Context: an optimization exercise on an open-source flow, tuned for small area, a short achievable clock period and few clock cycles per item. The choices shown serve that exercise and are no tape-out recipe. Function was not checked in any run shown here: the RTL went through the layout flow alone. Power and IR drop assume default switching activity.

[flow/design.v]
`default_nettype none
package tps_pkg;
  localparam int DUTY_BITS  = 10;
  localparam int TIME_BITS  = 32;
  localparam int FREQ_BITS  = 16;
  localparam int CFG_DUTY_W = 10;
  localparam int CFG_DATA_W = 16;
  localparam int DUTY_MAX   = (1 << DUTY_BITS) - 1;
  typedef logic [TIME_BITS-1:0] time_t;
  typedef logic [DUTY_BITS-1:0] duty_t;
  typedef logic [FREQ_BITS-1:0] freq_t;
  typedef logic [2:0]           pat_t;
  typedef logic [2:0]           pos_t;
  localparam pat_t PAT_NONE    = 3'd0;
  localparam pat_t PAT_WARNING = 3'd6;
  localparam pat_t PAT_ERROR   = 3'd7;
  typedef enum logic [2:0] {
    OP_TICK   = 3'd0,
    OP_START  = 3'd1,
    OP_CUSTOM = 3'd2,
    OP_STOP   = 3'd3,
    OP_ENABLE = 3'd4
  } op_e;
  typedef enum logic [1:0] {
    CFG_NORMAL_DUTY = 2'd0,
    CFG_STRONG_DUTY = 2'd1,
    CFG_WARN_REPEAT = 2'd2,
    CFG_ERR_REPEAT  = 2'd3
  } cfg_idx_e;
  typedef enum logic [1:0] {
    LVL_OFF    = 2'd0,
    LVL_NORMAL = 2'd1,
    LVL_STRONG = 2'd2
  } lvl_e;
  typedef struct packed {
    logic [CFG_DUTY_W-1:0] normal_duty;
    logic [CFG_DUTY_W-1:0] strong_duty;
    logic [15:0]           warning_repeat_ms;
    logic [15:0]           error_repeat_ms;
  } cfg_t;
  typedef struct packed {
    logic [2:0]  operation;
    time_t       now_ms;
    logic [3:0]  pattern_id;
    logic [15:0] custom_freq_hz;
    logic [15:0] custom_duty;
    logic [15:0] custom_length_ms;
    logic        enable_value;
  } in_item_t;
  typedef struct packed {
    logic  tone_on;
    freq_t tone_freq_hz;
    duty_t tone_duty;
    logic  busy;
  } res_t;
  typedef struct packed {
    freq_t      freq;
    logic [7:0] dur;
    lvl_e       level;
  } step_t;
endpackage
`default_nettype wire
`default_nettype none
import tps_pkg::*;
module tps_cfg_regs (
  input  wire logic                  clk_i,
  input  wire logic                  rst_ni,
  input  wire logic                  cfg_valid_i,
  output logic                       cfg_ready_o,
  input  wire logic [1:0]            cfg_index_i,
  input  wire logic [CFG_DATA_W-1:0] cfg_data_i,
  output tps_pkg::cfg_t              cfg_o,
  output logic                       warn_rep_nz_o,
  output logic                       err_rep_nz_o
);
  tps_pkg::cfg_t cfg_q;
  logic          wnz_q, enz_q;
  assign cfg_ready_o = 1'b1;
  always_ff @(posedge clk_i or negedge rst_ni) begin
    if (!rst_ni) begin
      cfg_q.normal_duty       <= CFG_DUTY_W'(512);
      cfg_q.strong_duty       <= CFG_DUTY_W'(1023);
      cfg_q.warning_repeat_ms <= 16'd2000;
      cfg_q.error_repeat_ms   <= 16'd1000;
      wnz_q                   <= 1'b1;
      enz_q                   <= 1'b1;
    end else if (cfg_valid_i) begin
      if (cfg_index_i == CFG_NORMAL_DUTY) cfg_q.normal_duty <= cfg_data_i[CFG_DUTY_W-1:0];
      if (cfg_index_i == CFG_STRONG_DUTY) cfg_q.strong_duty <= cfg_data_i[CFG_DUTY_W-1:0];
      if (cfg_index_i == CFG_WARN_REPEAT) begin
        cfg_q.warning_repeat_ms <= cfg_data_i[15:0];
        wnz_q                   <= (cfg_data_i[15:0] != '0);
      end
      if (cfg_index_i == CFG_ERR_REPEAT) begin
        cfg_q.error_repeat_ms <= cfg_data_i[15:0];
        enz_q                 <= (cfg_data_i[15:0] != '0);
      end
    end
  end
  assign cfg_o         = cfg_q;
  assign warn_rep_nz_o = wnz_q;
  assign err_rep_nz_o  = enz_q;
endmodule
`default_nettype wire
`default_nettype none
import tps_pkg::*;
module tps_core (
  input  wire logic                 clk_i,
  input  wire logic                 rst_ni,
  input  wire logic                 take_i,
  input  wire logic [2:0]           operation_i,
  input  wire logic [TIME_BITS-1:0] now_i,
  input  wire logic [3:0]           pattern_id_i,
  input  wire logic [15:0]          cust_freq_i,
  input  wire logic [15:0]          cust_duty_i,
  input  wire logic [15:0]          cust_len_i,
  input  wire logic                 enable_i,
  input  wire tps_pkg::cfg_t        cfg_i,
  input  wire logic                 wnz_i,
  input  wire logic                 enz_i,
  output logic                      tone_on_o,
  output logic [FREQ_BITS-1:0]      freq_o,
  output logic [DUTY_BITS-1:0]      duty_o,
  output logic                      busy_o
);
  localparam logic [4:0] EV_IDLE = 5'd0;
  localparam logic [4:0] EV_P1_1 = 5'd1;
  localparam logic [4:0] EV_P1_2 = 5'd2;
  localparam logic [4:0] EV_P1_3 = 5'd3;
  localparam logic [4:0] EV_P1_4 = 5'd4;
  localparam logic [4:0] EV_E1   = 5'd5;
  localparam logic [4:0] EV_P2_1 = 5'd6;
  localparam logic [4:0] EV_P2_2 = 5'd7;
  localparam logic [4:0] EV_P2_3 = 5'd8;
  localparam logic [4:0] EV_P2_4 = 5'd9;
  localparam logic [4:0] EV_E2   = 5'd10;
  localparam logic [4:0] EV_P3_1 = 5'd11;
  localparam logic [4:0] EV_P3_2 = 5'd12;
  localparam logic [4:0] EV_E3   = 5'd13;
  localparam logic [4:0] EV_E4   = 5'd14;
  localparam logic [4:0] EV_E5   = 5'd15;
  localparam logic [4:0] EV_E6   = 5'd16;
  localparam logic [4:0] EV_R6   = 5'd17;
  localparam logic [4:0] EV_P7_1 = 5'd18;
  localparam logic [4:0] EV_P7_2 = 5'd19;
  localparam logic [4:0] EV_E7   = 5'd20;
  localparam logic [4:0] EV_R7   = 5'd21;
  function automatic tps_pkg::step_t ev_step(logic [4:0] ev);
    tps_pkg::step_t t;
    case (ev)
      EV_P1_1: t = {16'd0,    8'd30,  tps_pkg::LVL_OFF};
      EV_P1_2: t = {16'd1175, 8'd90,  tps_pkg::LVL_NORMAL};
      EV_P1_3: t = {16'd0,    8'd30,  tps_pkg::LVL_OFF};
      EV_P1_4: t = {16'd1568, 8'd120, tps_pkg::LVL_NORMAL};
      EV_P2_1: t = {16'd0,    8'd30,  tps_pkg::LVL_OFF};
      EV_P2_2: t = {16'd1175, 8'd90,  tps_pkg::LVL_NORMAL};
      EV_P2_3: t = {16'd0,    8'd30,  tps_pkg::LVL_OFF};
      EV_P2_4: t = {16'd880,  8'd120, tps_pkg::LVL_NORMAL};
      EV_P3_1: t = {16'd0,    8'd40,  tps_pkg::LVL_OFF};
      EV_P3_2: t = {16'd2093, 8'd80,  tps_pkg::LVL_NORMAL};
      EV_R6:   t = {16'd1175, 8'd60,  tps_pkg::LVL_NORMAL};
      EV_P7_1: t = {16'd0,    8'd100, tps_pkg::LVL_OFF};
      EV_P7_2: t = {16'd880,  8'd70,  tps_pkg::LVL_STRONG};
      EV_R7:   t = {16'd880,  8'd70,  tps_pkg::LVL_STRONG};
      default: t = {16'd0,    8'd0,   tps_pkg::LVL_OFF};
    endcase
    ev_step = t;
  endfunction
  function automatic logic [6:0] cur_dur(logic [4:0] ev);
    logic [6:0] d;
    case (ev)
      EV_P1_1, EV_P1_3, EV_P2_1, EV_P2_3: d = 7'd90;
      EV_P1_2, EV_P1_4, EV_P2_2, EV_P2_4: d = 7'd30;
      EV_E1, EV_E2:                       d = 7'd120;
      EV_P3_1, EV_E4, EV_E6:              d = 7'd60;
      EV_P3_2:                            d = 7'd40;
      EV_E3:                              d = 7'd80;
      EV_E5:                              d = 7'd25;
      EV_P7_1, EV_E7:                     d = 7'd70;
      EV_P7_2:                            d = 7'd100;
      default:                            d = 7'd0;
    endcase
    cur_dur = d;
  endfunction
  function automatic logic [4:0] ev_after(logic [4:0] ev, logic wnz, logic enz);
    logic [4:0] n;
    case (ev)
      EV_P1_1: n = EV_P1_2;
      EV_P1_2: n = EV_P1_3;
      EV_P1_3: n = EV_P1_4;
      EV_P1_4: n = EV_E1;
      EV_P2_1: n = EV_P2_2;
      EV_P2_2: n = EV_P2_3;
      EV_P2_3: n = EV_P2_4;
      EV_P2_4: n = EV_E2;
      EV_P3_1: n = EV_P3_2;
      EV_P3_2: n = EV_E3;
      EV_E6:   n = wnz ? EV_R6 : EV_IDLE;
      EV_R6:   n = wnz ? EV_E6 : EV_IDLE;
      EV_P7_1: n = EV_P7_2;
      EV_P7_2: n = EV_E7;
      EV_E7:   n = enz ? EV_R7 : EV_IDLE;
      EV_R7:   n = enz ? EV_P7_1 : EV_IDLE;
      default: n = EV_IDLE;
    endcase
    ev_after = n;
  endfunction
  function automatic logic [4:0] ev_start(tps_pkg::pat_t pat);
    logic [4:0] n;
    case (pat)
      3'd1:    n = EV_P1_1;
      3'd2:    n = EV_P2_1;
      3'd3:    n = EV_P3_1;
      3'd4:    n = EV_E4;
      3'd5:    n = EV_E5;
      3'd6:    n = EV_E6;
      3'd7:    n = EV_P7_1;
      default: n = EV_IDLE;
    endcase
    ev_start = n;
  endfunction
  function automatic tps_pkg::step_t first_step(tps_pkg::pat_t pat);
    tps_pkg::step_t t;
    case (pat)
      3'd1:    t = {16'd880,  8'd90, tps_pkg::LVL_NORMAL};
      3'd2:    t = {16'd1568, 8'd90, tps_pkg::LVL_NORMAL};
      3'd3:    t = {16'd1568, 8'd60, tps_pkg::LVL_NORMAL};
      3'd4:    t = {16'd1175, 8'd60, tps_pkg::LVL_NORMAL};
      3'd5:    t = {16'd3000, 8'd25, tps_pkg::LVL_STRONG};
      3'd6:    t = {16'd1175, 8'd60, tps_pkg::LVL_NORMAL};
      3'd7:    t = {16'd880,  8'd70, tps_pkg::LVL_STRONG};
      default: t = {16'd0,    8'd0,  tps_pkg::LVL_OFF};
    endcase
    first_step = t;
  endfunction
  function automatic logic ge_sum(tps_pkg::time_t now, tps_pkg::time_t base,
                                  logic [15:0] off);
    logic [31:0] s, c, d, g, p;
    logic [16:0] bg, bp;
    logic        ovf, c32;
    int          w, i;
    s = {now[31:16] ^ base[31:16], now[15:0] ^ ~base[15:0] ^ ~off};
    c = {now[31:16] | ~base[31:16],
         (now[15:0] & ~base[15:0]) | (now[15:0] & ~off) | (~base[15:0] & ~off)};
    d = {c[30:0], 1'b1};
    g = s & d;
    p = s | d;
    for (w = 32; w > 1; w = w / 2) begin
      for (i = 0; i < w / 2; i = i + 1) begin
        g[i] = g[2*i+1] | (p[2*i+1] & g[2*i]);
        p[i] = p[2*i+1] & p[2*i];
      end
    end
    c32 = g[0] | p[0];
    bg = {1'b0, base[15:0] & off};
    bp = {1'b0, base[15:0] | off};
    for (w = 16; w > 1; w = w / 2) begin
      for (i = 0; i < w / 2; i = i + 1) begin
        bg[i] = bg[2*i+1] | (bp[2*i+1] & bg[2*i]);
        bp[i] = bp[2*i+1] & bp[2*i];
      end
    end
    ovf = bg[0] & (&base[31:16]);
    ge_sum = ovf ? (c[31] | c32) : (c[31] & c32);
  endfunction
  logic           en_q, en_d;
  logic           cust_q, cust_d;
  logic           on_q, on_d;
  logic [4:0]     ev_q, ev_d;
  tps_pkg::time_t due_q, due_d;
  tps_pkg::time_t start_q, start_d;
  tps_pkg::freq_t freq_q, freq_d;
  tps_pkg::duty_t duty_q, duty_d;
  logic           is_wait, ends;
  logic [15:0]    rep;
  tps_pkg::time_t base;
  logic [15:0]    off;
  logic           ge;
  logic           cust_zero;
  tps_pkg::pat_t  new_pat;
  logic           op_tick, op_start, op_cust, op_stop, op_en;
  logic           t_begin;
  tps_pkg::step_t tstp, sstp;
  tps_pkg::freq_t tfreq, sfreq;
  tps_pkg::duty_t tduty, sduty, cduty;
  logic           ton, son;
  assign op_tick  = (operation_i == OP_TICK);
  assign op_start = (operation_i == OP_START);
  assign op_cust  = (operation_i == OP_CUSTOM);
  assign op_stop  = (operation_i == OP_STOP);
  assign op_en    = (operation_i == OP_ENABLE);
  assign is_wait  = (ev_q == EV_R6) || (ev_q == EV_R7);
  assign ends     = ((ev_q == EV_R6) && !wnz_i) || ((ev_q == EV_R7) && !enz_i);
  assign rep      = (ev_q == EV_E7) ? cfg_i.error_repeat_ms : cfg_i.warning_repeat_ms;
  assign cust_zero = (cust_freq_i == '0) || (cust_duty_i == '0) || (cust_len_i == '0);
  assign new_pat   = pattern_id_i[3] ? PAT_NONE : pattern_id_i[2:0];
  assign base = is_wait ? start_q : due_q;
  assign off  = is_wait ? due_q[15:0] : cust_q ? start_q[15:0] : 16'(cur_dur(ev_q));
  assign ge   = ge_sum(now_i, base, off);
  assign tstp    = ev_step(ev_q);
  assign t_begin = (tstp.dur != '0) && !ends;
  assign tduty   = (tstp.level == tps_pkg::LVL_NORMAL) ? cfg_i.normal_duty :
                   (tstp.level == tps_pkg::LVL_STRONG) ? cfg_i.strong_duty : '0;
  assign ton     = (tstp.freq != '0) && (tduty != '0) && !ends;
  assign tfreq   = ton ? tstp.freq : '0;
  assign sstp  = first_step(new_pat);
  assign sduty = (sstp.level == tps_pkg::LVL_NORMAL) ? cfg_i.normal_duty :
                 (sstp.level == tps_pkg::LVL_STRONG) ? cfg_i.strong_duty : '0;
  assign son   = (sstp.freq != '0) && (sduty != '0);
  assign sfreq = son ? sstp.freq : '0;
  assign cduty = (|cust_duty_i[15:10]) ? 10'h3FF : cust_duty_i[9:0];
  always_comb begin
    en_d    = en_q;
    cust_d  = cust_q;
    on_d    = on_q;
    ev_d    = ev_q;
    due_d   = due_q;
    start_d = start_q;
    freq_d  = freq_q;
    duty_d  = duty_q;
    if (take_i) begin
      if (op_tick) begin
        if (ends) ev_d = EV_IDLE;
        if (ge) begin
          cust_d = 1'b0;
          ev_d   = ev_after(ev_q, wnz_i, enz_i);
          on_d   = ton;
          freq_d = tfreq;
          duty_d = ton ? tduty : '0;
          due_d  = t_begin ? now_i : {16'd0, rep};
          if (is_wait) start_d = now_i;
        end
      end
      if (op_start) begin
        due_d   = now_i;
        start_d = now_i;
        if (en_q) begin
          cust_d = 1'b0;
          ev_d   = ev_start(new_pat);
          on_d   = son;
          freq_d = sfreq;
          duty_d = son ? sduty : '0;
        end
      end
      if (op_cust) begin
        due_d   = now_i;
        start_d = {16'd0, cust_len_i};
        if (en_q) begin
          ev_d   = EV_IDLE;
          cust_d = !cust_zero;
          on_d   = !cust_zero;
          freq_d = cust_zero ? '0 : cust_freq_i;
          duty_d = cust_zero ? '0 : cduty;
        end
      end
      if (op_stop || (op_en && !enable_i)) begin
        ev_d   = EV_IDLE;
        cust_d = 1'b0;
        on_d   = 1'b0;
        freq_d = '0;
        duty_d = '0;
      end
      if (op_en) en_d = enable_i;
    end
  end
  always_ff @(posedge clk_i or negedge rst_ni) begin
    if (!rst_ni) begin
      en_q   <= 1'b1;
      cust_q <= 1'b0;
      on_q   <= 1'b0;
      ev_q   <= EV_IDLE;
      freq_q <= '0;
      duty_q <= '0;
    end else begin
      en_q   <= en_d;
      cust_q <= cust_d;
      on_q   <= on_d;
      ev_q   <= ev_d;
      freq_q <= freq_d;
      duty_q <= duty_d;
    end
  end
  always_ff @(posedge clk_i) begin
    due_q   <= due_d;
    start_q <= start_d;
  end
  assign tone_on_o = on_q;
  assign freq_o    = freq_q;
  assign duty_o    = duty_q;
  assign busy_o    = cust_q || (ev_q != EV_IDLE && !ends);
endmodule
`default_nettype wire
`default_nettype none
import tps_pkg::*;
module tone_pattern_sequencer_top (
  input  wire logic                  clk_i,
  input  wire logic                  rst_ni,
  input  wire logic                  in_valid_i,
  output logic                       in_stall_o,
  input  wire logic [2:0]            operation_i,
  input  wire logic [TIME_BITS-1:0]  now_ms_i,
  input  wire logic [3:0]            pattern_id_i,
  input  wire logic [15:0]           custom_freq_hz_i,
  input  wire logic [15:0]           custom_duty_i,
  input  wire logic [15:0]           custom_length_ms_i,
  input  wire logic                  enable_value_i,
  output logic                       out_valid_o,
  input  wire logic                  out_stall_i,
  output logic                       tone_on_o,
  output logic [FREQ_BITS-1:0]       tone_freq_hz_o,
  output logic [DUTY_BITS-1:0]       tone_duty_o,
  output logic                       busy_res_o,
  input  wire logic                  cfg_valid_i,
  output logic                       cfg_ready_o,
  input  wire logic [1:0]            cfg_index_i,
  input  wire logic [CFG_DATA_W-1:0] cfg_data_i
);
  logic          out_vld_q;
  logic          take;
  tps_pkg::cfg_t cfg;
  logic          wnz, enz;
  assign in_stall_o = out_vld_q && out_stall_i;
  assign take       = in_valid_i && !in_stall_o;
  tps_cfg_regs u_cfg (
    .clk_i       (clk_i),
    .rst_ni      (rst_ni),
    .cfg_valid_i (cfg_valid_i),
    .cfg_ready_o (cfg_ready_o),
    .cfg_index_i (cfg_index_i),
    .cfg_data_i  (cfg_data_i),
    .cfg_o       (cfg),
    .warn_rep_nz_o (wnz),
    .err_rep_nz_o  (enz)
  );
  tps_core u_core (
    .clk_i        (clk_i),
    .rst_ni       (rst_ni),
    .take_i       (take),
    .operation_i  (operation_i),
    .now_i        (now_ms_i),
    .pattern_id_i (pattern_id_i),
    .cust_freq_i  (custom_freq_hz_i),
    .cust_duty_i  (custom_duty_i),
    .cust_len_i   (custom_length_ms_i),
    .enable_i     (enable_value_i),
    .cfg_i        (cfg),
    .wnz_i        (wnz),
    .enz_i        (enz),
    .tone_on_o    (tone_on_o),
    .freq_o       (tone_freq_hz_o),
    .duty_o       (tone_duty_o),
    .busy_o       (busy_res_o)
  );
  always_ff @(posedge clk_i or negedge rst_ni) begin
    if (!rst_ni) begin
      out_vld_q <= 1'b0;
    end else begin
      out_vld_q <= take || in_stall_o;
    end
  end
  assign out_valid_o = out_vld_q;
endmodule
`default_nettype wire
[flow/standard.sh]
#!/bin/bash
# synth_recipe.tcl (not shown) runs the flow's synth.tcl, then flattens the netlist and writes it again
# the make line also repeats each setting of config.mk as NAME=value (left out here)
make -C /OpenROAD-flow-scripts/flow DESIGN_CONFIG=/design/flow/config.mk WORK_HOME=/design/flow/orfs CLKGATE_MAP_FILE= SYNTH_SCRIPT=/design/flow/synth_recipe.tcl "${@:-finish}"
[flow/constraint.sdc]
create_clock -name core_clock -period 5.5 [get_ports {clk_i}]
set_input_delay 1.1000 -clock core_clock [delete_from_list [all_inputs] [get_ports {clk_i}]]
set_output_delay 1.1000 -clock core_clock [all_outputs]
set_load 0.01 [all_outputs]
[flow/flow/run.sh]
#!/bin/bash
# The standard layout (the standard.sh, unchanged synthesis and steps),
# with the port buffers made from the smallest plain buffer cell.
export BUFFER_PORTS_ARGS="-buffer_cell sky130_fd_sc_hd__buf_1"
bash standard.sh > standard.log 2>&1
[flow/config.mk]
export PLATFORM = sky130hd
export DESIGN_NAME = tone_pattern_sequencer_top
export DESIGN_NICKNAME = tone_pattern_sequencer_top
export VERILOG_FILES = /design/flow/design.v
export SDC_FILE = /design/flow/constraint.sdc
export NUM_CORES = 4
export LEC_CHECK = 0
export CAP_MARGIN = 20
export CORE_MARGIN = 2
export CORE_UTILIZATION = 40
export SETUP_SLACK_MARGIN = 3.0
export SLEW_MARGIN = 20
export TNS_END_PERCENT = 5
==> flow_metrics.py, run 1 <==
metrics = {
    "synthesis": {
        "synth.top_cell.area_share_pct": 18.33,
        "synth.area.top_cells": "edfxtp_1 18%, dfrtp_1 15%, mux2_2 7.1%",
        "yosysWarnings": 3,
        "synthCells": 1131,
        "syn_area_per_cell_um2": 9.271,
        "yosys.area.top_type": "edfxtp_1",
        "post-synth-top-count-cell": "nand2_1",
        "syn-num-nets": 1279,
        "synth_common_cells": "131 x nand2_1, 113 x nor2_1, 81 x a21oi_1",
        "syn_area_mm2": 0.01049,
        "synth-seq-cells": 153,
        "synthArstFlopShare_pct": 58.17,
        "ys_types": 81,
        "synth_edf_count": 64,
        "ys_seq_area_share_pct": 39.88,
        "synth_flop_cell": "edfxtp_1",
    },
    "clock_tree": {
        "root_buffer": "clkbuf_16",
        "cts_tree": "built",
        "cts_buffers": 17,
        "cts_sinks": 153,
        "hold_buffers": 0,
        "clk_latency_ns": 0.44,
        "ctsHtreeMaxLevel": 4,
        "path_clk_slew_ns": 0.08,
        "clock_path_buffers": 2,
    },
    "global_route": {
        "grt_max_degree": 58,
        "grt_first_pass_wirelength_um": 52060,
        "antenna_found_initial": 0,
        "grt-ovfl-total": 0,
        "grt_usage_pct": 23.50,
        "grt_pass1_vias": 9411,
    },
    "min_path": {
        "hold_class": "reg -> reg",
    },
    "setup_path": {
        "crit_chain": "buf_6, ha_4, and3b_2, buf_4, mux2_2, ha_1, a222oi_1, a21oi_1, a221oi_2, nor3_1, o311a_1, o31a_1, a21oi_2, buf_4, o21ai_4, buf_4, or4_4, o211ai_1",
        "cp.arrival_ns": 4.89,
        "crit_type": "reg -> reg",
        "start_kind": "flip-flop",
        "critPathMaxStageDelay_ns": 0.53,
        "crit_path_frequent_cell": "buf_4",
        "crit_path_end_kind": "flip-flop",
        "required_ns": 5.85,
        "path_max_fanout": 7,
        "cpMaxStageDelayCell": "or4_4",
    },
    "floorplan": {
        "dieArea_mm2": 0.02752,
        "initial_core_util_pct": 40.47,
        "die_w_um": 165.9,
        "rows": 59,
        "die_height_um": 165.9,
        "ioPinCount": 142,
        "core-area_mm2": 0.02591,
    },
    "sta": {
        "fin_crit_sh_pct": 82.60,
        "tightest_slew_ns": 0.9559,
        "post-route-min-period_ns": 4.543,
        "drv_slew": 0,
        "setup_violations": 0,
        "final_hold_viol_count": 0,
        "slew_headroom_pct": 36.09,
        "fmaxAchievable_mhz": 220.1,
        "tns_ns": 0,
        "rsz0062_at_grt": "yes",
        "fin_skew_ns": 0.01977,
    },
    "drt": {
        "via_per_inst": 5.797,
        "dr.pass1.iters": 5,
        "ant_nets": 0,
        "vias": 9663,
        "avgRoutedWirePerCell_um": 19.77,
        "drt_wl_total_um": 32960,
        "drt_iter0_markers": 875,
        "drc_errors": 0,
    },
    "placement": {
        "dp_hpwl_um": 22710,
        "dpl_cell_area_mm2": 0.01143,
        "dp.cells": 1573,
        "gp_congestion": 0.8751,
        "portBuffers": 140,
    },
    "power": {
        "p_clk_share_pct": 34.8,
        "power_frac_seq_pct": 41.7,
        "power_density_mw_per_mm2": 272.9,
        "power_uw": 3542,
        "p_leak_uw": 0.005153,
        "power_switching_uw": 1181,
        "combPwrFrac_pct": 23.4,
        "swShare_pct": 33.33,
        "ir_drop_v": 0.0001688,
        "internal_power_uw": 2362,
    },
    "status": {
        "status": "no timing/DRC/antenna violations",
    },
    "final_layout": {
        "fillers": 2456,
        "diodes": 0,
        "drive_gt1_share_pct": 21.77,
        "syn_to_final_growth_pct": 23.79,
        "fin_cells": 1667,
        "post-route-util_pct": 50.09,
        "nets": 1467,
        "design_area_mm2": 0.01298,
    },
    "job": {
        "maxCapViolations": 0,
    },
}
timing repair:
action / 4_1_cts / 5_1_grt
setup buffers: 45 / 8
cloned: 8 / 1
endpoints found under the hold margin: 0 / 0
resized for setup: 50 / 33
setup endpoints to repair: 131 / 131
pin swaps: 24 / 21
power by group through the flow:
stage               Combinational, uW  Sequential, uW  Clock [uW]
floorplan                         504            1480           0
global placement                  738            1500           0
detailed placement                750            1500           0
CTS                               801            1480        1250
global route                      913            1500        1300
finish                            830            1480        1230
cell families after synthesis:
| logic type | synth area share [%] |
|---|---|
| compound gates | 19.98 |
| fa+ha+maj | 5.955 |
| buf+inv | 4.809 |
| flops | 39.88 |
| mux | 11.19 |
| other cells | 0.03577 |
| simple gates | 18.15 |
cells in the final DEF (no fill, tap or decap), types with 26 or more instances in the layout:
master,count
nor2_1,112
o21ai_0,48
nand2_1,130
dfstp_2,26
buf_1,139
a21oi_1,76
buf_4,64
mux2_2,66
dfrtp_1,58
inv_1,54
edfxtp_1,64
mux2i_1,42
registers in the layout, indices dropped and copies added, names as in the netlist, 5 cells and up:
signal / count
u_cfg.cfg_q: 52
u_core.due_q: 32
u_core.start_q: 32
u_core.freq_q: 16
u_core.duty_q: 10
u_core.ev_q: 5
through the flow:
stage / setup WS [ns] / hold WS [ns]
6_report: 0.9570 / 0.5063
5_1_grt: 0.8368 / 0.5249
4_1_cts: 1.114 / 0.5103
3_5_place_dp: 0.4524 / 0.4929
3_3_place_gp: 0.4773 / 0.4861
2_1_floorplan: 0.9945 / 0.4602
layer usage:
metal | vias to the layer above | track usage, % | routed length (um)
li1 | 4556 | - | -
met1 | 4746 | 33.25 | 15010
met2 | 311 | 37.74 | 15630
met3 | 50 | 3.027 | 1598
met4 | 0 | 7.146 | 720
met5 | - | 0 | 0
cell type report:
cell class | instances | area (um2) | share of cell area [%]
clock buffers | 17 | 425.4 | 3.277
clock inverters | 15 | 180.2 | 1.388
inverters | 56 | 215.2 | 1.658
multi-input cells | 864 | 6127 | 47.20
flip-flops and latches | 153 | 4188 | 32.26
well taps | 335 | 419.2 | 3.229
repair buffers | 227 | 1425 | 10.98
final timing paths:
path                            startpoint  slack, ns                to  cells past startpoint
min reg2reg                u_cfg.cfg_q[13]       0.51   u_cfg.cfg_q[13]                      1
max                         u_core.ev_q[0]       0.96  u_core.freq_q[1]                     18
max in group asynchronous           rst_ni       3.70    u_core.ev_q[3]                      2
min                        u_cfg.cfg_q[13]       0.51   u_cfg.cfg_q[13]                      1
min in group asynchronous           rst_ni       0.65         out_vld_q                      1
max reg2reg                 u_core.ev_q[0]       0.96  u_core.freq_q[1]                     18
worst max-delay path: cells and delay by family, from the launching register on:
family                     cells  cell delay [ns]
AOI/OAI and AO/OA              8             1.76
adders and majority gates      2             0.39
buffers and inverters          4             0.61
DFF                            1             0.42
muxes                          1             0.36
and+or+nand+nor                3             0.91
==> run 2, diff against run 1 <==
==> flow/run.sh (new file) <==
#!/bin/bash
# synth_recipe.tcl (not shown) runs the flow's synth.tcl, then flattens the netlist and writes it again
# the make line also repeats each setting of config.mk as NAME=value (left out here)
make -C /OpenROAD-flow-scripts/flow DESIGN_CONFIG=/design/flow/config.mk WORK_HOME=/design/flow/orfs CLKGATE_MAP_FILE= SYNTH_SCRIPT=/design/flow/synth_recipe.tcl finish
removed: flow/flow/run.sh
removed: flow/standard.sh
==> flow_metrics.py, run 2 <==
metrics = {
    "setup_path": {
        "reg2reg_depth": 22,
        "crit_path_end_kind": "flip-flop",
        "crit_path_frequent_cell": "a21oi_2",
        "r2r_slack_ns": 1.03,
        "path_max_fanout": 8,
        "crit_chain": "inv_2, ha_4, a211o_1, a31oi_4, nand2_1, o21ai_1, a21oi_2, fa_1, or2_4, maj3_2, and3_1, nand4_1, nand3_1, o311a_1, o31a_1, a21oi_4, nor3_2, a21oi_2, o2111a_2, buf_4, buf_12, buf_16",
        "cp.arrival_ns": 4.63,
        "cpMaxStageDelayCell": "fa_1",
        "timing.rr.start": "u_core.ev_q[0]",
        "start_kind": "flip-flop",
        "required_ns": 5.65,
        "r2r-end": "u_core.start_q[29]",
        "crit_type": "reg -> reg",
        "critPathMaxStageDelay_ns": 0.46,
    },
    "sta": {
        "post-route-min-period_ns": 4.470,
        "final_hold_viol_count": 0,
        "drv_slew": 0,
        "rsz0062_at_grt": "yes",
        "fin_skew_ns": 0.01527,
        "tightest_slew_ns": 1.083,
        "setup_violations": 0,
        "fin_crit_sh_pct": 81.28,
        "fmaxAchievable_mhz": 223.7,
        "tns_ns": 0,
        "slew_headroom_pct": 27.80,
        "finalWorstSetupSlack_ns": 1.030,
    },
    "global_route": {
        "grt_pass1_vias": 9419,
        "grt_first_pass_wirelength_um": 52270,
        "grt_usage_pct": 23.81,
        "grt_max_degree": 49,
        "grt-ovfl-total": 0,
        "antenna_found_initial": 0,
    },
    "drt": {
        "vias": 9650,
        "drc_errors": 0,
        "met3_wirelength_um": 1852,
        "drt_iter0_markers": 902,
        "wl_met2_um": 15510,
        "via_per_inst": 5.824,
        "top_layer": "met4",
        "met1_length_um": 15210,
        "ant_nets": 0,
        "dr.pass1.iters": 5,
        "avgRoutedWirePerCell_um": 20.14,
        "drt_wl_total_um": 33360,
    },
    "final_layout": {
        "top_regs": "u_cfg.cfg_q x52, u_core.due_q x32, u_core.start_q x32",
        "top_register": "u_cfg.cfg_q",
        "diodes": 0,
        "syn_to_final_growth_pct": 30.23,
        "nets": 1457,
        "design_area_mm2": 0.01365,
        "largest_reg_flops": 52,
        "layout_common_cells": "139 x clkdlybuf4s50_1, 131 x nand2_1, 112 x nor2_1, 77 x a21oi_1, 66 x mux2_2",
        "final_common_cell": "clkdlybuf4s50_1",
        "drive_gt1_share_pct": 20.35,
        "post-route-util_pct": 52.70,
    },
    "min_path": {
        "hold_class": "reg -> reg",
        "worstHoldStart": "u_cfg.cfg_q[10]",
        "hold_end": "u_cfg.cfg_q[10]",
        "min_path_cells": 1,
    },
    "floorplan": {
        "rows": 59,
        "dieArea_mm2": 0.02752,
        "die_height_um": 165.9,
        "ioPinCount": 142,
        "die_w_um": 165.9,
        "initial_core_util_pct": 40.47,
        "core-area_mm2": 0.02591,
    },
    "synthesis": {
        "yosysWarnings": 3,
        "syn_area_mm2": 0.01049,
        "post-synth-top-count-cell": "nand2_1",
        "synthArstFlopShare_pct": 58.17,
        "synth_flop_cell": "edfxtp_1",
        "ys_seq_area_share_pct": 39.88,
        "ys_types": 81,
        "synth_common_cells": "131 x nand2_1, 113 x nor2_1, 81 x a21oi_1",
        "synth_edf_count": 64,
        "synth.area.top_cells": "edfxtp_1 18%, dfrtp_1 15%, mux2_2 7.1%",
        "synthCells": 1131,
        "synth.top_cell.area_share_pct": 18.33,
        "syn-num-nets": 1279,
        "synth-seq-cells": 153,
        "syn_area_per_cell_um2": 9.271,
        "yosys.area.top_type": "edfxtp_1",
    },
    "clock_tree": {
        "cts_sinks": 153,
        "clk_latency_ns": 0.44,
        "clock_path_buffers": 2,
        "root_buffer": "clkbuf_16",
        "cts_tree": "built",
        "cts_buffers": 17,
        "ctsHtreeMaxLevel": 4,
        "path_clk_slew_ns": 0.08,
    },
    "power": {
        "ir_drop_v": 0.0001830,
        "p_leak_uw": 0.005440,
        "power_density_mw_per_mm2": 264.0,
    },
    "status": {
        "status": "no timing/DRC/antenna violations",
    },
    "placement": {
        "place_ws_ns": 0.3012,
        "dpl_cell_area_mm2": 0.01233,
        "gp_congestion": 0.8872,
        "portBuffers": 140,
        "dp_hpwl_um": 23140,
    },
    "job": {
        "maxCapViolations": 0,
    },
}
-- run 2: worst max-delay path: cells and delay by family, from the launching register on --
family          cells  cell delay [ns]
flops               1             0.45
fa+ha+maj           3             0.94
compound gates      9             1.59
buf+inv             4             0.49
simple gates        6             0.71
-- run 2: final cells by class --
class                      instances  area (um2)
inverter                          56       212.7
tap                              335       419.2
multi-input combinational        866        6048
clock inverter                    15       175.2
sequential                       153        4187
timing repair buffer             215        2187
clock buffer                      17       425.4
fill                            2345       12260
-- run 2: worst max-delay path by stage --
stage / to / depth (start not counted) / start / slack [ns]
finish: u_core.start_q[29] / 22 / u_core.ev_q[0] / 1.03
floorplan: u_core.start_q[0] / 22 / u_core.ev_q[1] / 0.99
global placement: u_core.due_q[13] / 18 / u_core.ev_q[1] / 0.42
detailed placement: u_core.freq_q[4] / 16 / u_core.ev_q[1] / 0.30
global route: u_core.due_q[23] / 24 / u_core.ev_q[0] / 0.85
CTS: u_core.due_q[23] / 22 / u_core.ev_q[0] / 1.15
-- run 2: layer usage --
metal / vias up / track usage [%]
li1: 4537 / -
met5: - / 0
met3: 49 / 4.147
met4: 0 / 8.015
met1: 4743 / 32.99
met2: 321 / 37.87
-- run 2: cell families (layout without fill, tap and decap cells) --
logic type      count (synthesis)  after routing  synth area share (%)
mux                           109            109                 11.19
fa+ha+maj                      41             41                 5.955
simple gates                  398            400                 18.15
other cells                     1              1               0.03577
buf+inv                       116            303                 4.809
compound gates                313            315                 19.98
flops                         153            153                 39.88
-- run 2: what timing repair did --
| action | CTS | global route |
|---|---|---|
| hold buffers | 0 | 0 |
| setup endpoints to repair | 151 | 193 |
| setup buffers | 35 | 6 |
| cloned | 8 | 0 |
| pin swaps | 11 | 12 |
| resized for setup | 45 | 2 |
-- run 2: per-stage QoR --
step                cells  hold WS (ns)  total power [uW]
floorplan            1131        0.4602              1988
global placement     1576        0.4863              2350
detailed placement   1576        0.4875              2363
CTS                  1651        0.5052              3615
global route         1657        0.5169              3772
finish               1657        0.5060              3604
-- run 2: power breakdown --
part,internal (uW),switching (uW),leakage [uW]
Clock,613,584,0.000290
Sequential,1370,107,0.00165
Combinational,463,467,0.00349
Total,2450,1160,0.00544

afterwards: timing with drivers on the ports:
No port has a modelled driver above. Below, the same layouts with a new extraction and two added sets of constraints.
Step 1 sets driving cells, clkbuf_16 on the clock port and buf_2 on the other inputs (assumed; they add their load-dependent delay and slew).
Step 2 adds t to the input delays and takes it off the output delays; t is the mean of the earliest and latest rising clock arrival at the registers after step 1. Input paths then give back, and output paths get back, about the clock's delay inside the block.
Slacks: no drivers / after step 1 / after step 2; pairs: no drivers / after step 1.
run | shift t [ns] | slack for setup (ns) | worst hold slack (ns) | clock arrival spread, ns | worst register clock-pin slew, ns
run 1 | 0.479 | 0.957 / 0.957 / 0.957 | 0.506 / 0.506 / 0.506 | 0.020 / 0.020 | 0.08 / 0.08
run 2 | 0.483 | 1.030 / 1.030 / 0.639 | 0.506 / 0.506 / 0.506 | 0.016 / 0.016 | 0.08 / 0.08
After both steps every run listed still meets setup and hold. For run 2, which loses most, drivers alone change the setup slack by 0.000 ns; drivers and shift together by -0.391 ns.
